Background: an optimization exercise with open tools, aiming at small area and a short achievable clock period. Do not read the settings as production practice.
Function was checked by simulation only, so behaviour that the tests miss may differ from the original.
The clock port is modelled as an ideal driver; clocking choices that lean on that would not hold on a real chip.
Power is estimated from default activity; no workload was simulated.

## y86_data_mem
module y86_data_mem (
    input  logic        clk,
    input  logic        res,
    input  logic        req,
    input  logic        read,
    input  logic        write,
    input  logic [63:0] addr,
    input  logic [63:0] data,
    output logic        ready,
    output logic        done,
    output logic [63:0] valM,
    output logic        memerr,
    output logic        err_sticky,
    input  logic [63:0] dbg_addr,
    output logic [63:0] dbg_data
);
For scale: about 4,500 cells after synthesis, roughly 1,300 flip-flops.
clock: 6.0 ns
lec_check: 0
cap_margin: 20
core_margin: 2
core_utilization: 40
cts_cluster_diameter: 80
cts_cluster_size: 25
setup_slack_margin: 2.0
slew_margin: 20
synth_hierarchical: 1
tns_end_percent: 10
standard.sh (not shown) runs the stock make flow with config.mk's settings and CLKGATE_MAP_FILE= SYNTH_SCRIPT=/design/flow/synth_recipe.tcl, a recipe that flattens the netlist after the stock synthesis.
==> flow/flow/run.sh <==
#!/bin/bash
# Standard synthesis and layout, with small port buffers, Yosys/ABC's buffers removed
# before placement (repair_design re-buffers what needs it), timing repair free to resize
# gates across footprints, and an extra sizing-only timing repair after clock tree
# synthesis (flow/upsize.tcl). Each tool's output goes to a log file of its own here.
set -euo pipefail
ARGS=(
  'BUFFER_PORTS_ARGS=-buffer_cell sky130_fd_sc_hd__buf_1'
  REMOVE_ABC_BUFFERS=1
  MATCH_CELL_FOOTPRINT=0
)
bash standard.sh "${ARGS[@]}" cts > standard_to_cts.log 2>&1
UPSIZE_MARGIN=2.0 openroad -no_init -exit flow/upsize.tcl > upsize.log 2>&1
bash standard.sh "${ARGS[@]}" finish > standard.log 2>&1
==> flow/flow/upsize.tcl <==
# Extra timing repair after clock tree synthesis: gate sizing and pin swaps only (no new
# buffers), on every endpoint short of the margin, then placement legalised again.
set P $::env(FLOW_HOME)/platforms/sky130hd
set R orfs/results/sky130hd/y86_data_mem/base
read_liberty $P/lib/sky130_fd_sc_hd__tt_025C_1v80.lib
read_db $R/4_cts.odb
read_sdc $R/4_cts.sdc
source $P/setRC.tcl
set_dont_use [get_lib_cells {sky130_fd_sc_hd__probe* sky130_fd_sc_hd__lpflow*}]
estimate_parasitics -placement
puts "before: wns [worst_slack -max] area [rsz::design_area]"
repair_timing -setup -setup_margin $::env(UPSIZE_MARGIN) -repair_tns 100 -sequence "sizeup,swap" -verbose
detailed_placement
check_placement -verbose
estimate_parasitics -placement
puts "after: wns [worst_slack -max] area [rsz::design_area]"
write_db $R/4_cts.odb
The starting point finished with timing, DRC and antenna clean.
Next try:
==> flow/flow/run.sh (replaced) <==
#!/bin/bash
# Standard synthesis and layout, with small port buffers, Yosys/ABC's buffers removed
# before placement (repair_design re-buffers what needs it), and timing repair free to
# resize gates across footprints.
set -euo pipefail
bash standard.sh \
  'BUFFER_PORTS_ARGS=-buffer_cell sky130_fd_sc_hd__buf_1' \
  REMOVE_ABC_BUFFERS=1 \
  MATCH_CELL_FOOTPRINT=0 \
  finish > standard.log 2>&1
removed: flow/flow/upsize.tcl
The new run passed the timing, DRC and antenna checks.
Power barely changes.
Count of clock-buffer cells in the layout does not change.
Hold slack is about the same.
Combinational power goes up by roughly a tenth.
Global-route usage stays flat.
Critical path depth does not change.
Routed wire length went up slightly.
Final area is lower slightly.
Register-to-register slack improved by 0.08 ns.

* * *

y86_data_mem, a different RTL version from the one above (not shown whole).
Size in the first run: roughly 1300 flip-flops, ~54000 µm² of cells after synthesis.
Settings: LEC_CHECK=0, CAP_MARGIN=20, CORE_MARGIN=2, CORE_UTILIZATION=40, SETUP_SLACK_MARGIN=2.0, SLEW_MARGIN=20, SYNTH_HIERARCHICAL=1, TNS_END_PERCENT=10; clock period 6.0 ns.
==> flow/flow/run.sh <==
#!/bin/bash
# Standard synthesis and layout, with small port buffers, Yosys/ABC's buffers removed
# before placement (repair_design re-buffers what needs it), and timing repair free to
# resize gates across footprints.
set -euo pipefail
bash standard.sh \
  'BUFFER_PORTS_ARGS=-buffer_cell sky130_fd_sc_hd__buf_2' \
  REMOVE_ABC_BUFFERS=1 \
  MATCH_CELL_FOOTPRINT=0 \
  finish > standard.log 2>&1
Edit:
--- a/flow/flow/run.sh
+++ b/flow/flow/run.sh
@@ -7 +7 @@
-  'BUFFER_PORTS_ARGS=-buffer_cell sky130_fd_sc_hd__buf_2' \
+  'BUFFER_PORTS_ARGS=-buffer_cell sky130_fd_sc_hd__buf_1' \
Settings changed: CTS_CLUSTER_DIAMETER set to 80, CTS_CLUSTER_SIZE set to 25.
The new run completed with no timing, DRC or antenna violations.
Final area came out lower by 5.0%.
Power came out lower by 18%.
Die area stays the same.
Critical path depth came out higher by 4.

==> static timing again, ports no longer ideal <==
The flow's constraints put no driver on any port. The routed layouts listed below were extracted and timed again, unchanged, in two steps.
Step 1 (the two cells are an assumption about what drives the block):
set clk [get_ports {clk}]
set_driving_cell -lib_cell sky130_fd_sc_hd__clkbuf_16 $clk
set_driving_cell -lib_cell sky130_fd_sc_hd__buf_2 [delete_from_list [all_inputs] $clk]
Step 2 moves the port delays by t, midway between the first and last clock arrival at a register: inputs arrive t later, outputs are due t later. That takes back most of the time a late clock gives input paths.
Three values: ideal ports, drivers, drivers and shift; two values: the first two.
run | t (ns) | slack for setup (ns) | hold WS [ns] | slew at the worst register clock pin (ns) | worst slew at a driven data input, ns
the first run of note 1 | 0.757 | 1.542 / 1.363 / 1.040 | 0.501 / 0.501 / 0.501 | 0.11 / 0.11 | 0.33
the second run of note 1 | 0.758 | 1.534 / 1.318 / 1.051 | 0.501 / 0.501 / 0.501 | 0.11 / 0.11 | 0.33
the first run of note 2 | 0.856 | 1.310 / 1.236 / 1.199 | 0.455 / 0.399 / 0.494 | 0.07 / 0.07 | 0.33
the second run of note 2 | 0.766 | 1.466 / 1.404 / 1.248 | 0.499 / 0.454 / 0.499 | 0.10 / 0.10 | 0.17
After both steps setup and hold are still met in every run listed. For the first run of note 1, which loses most, drivers alone change the setup slack by -0.179 ns; drivers and shift together by -0.502 ns.
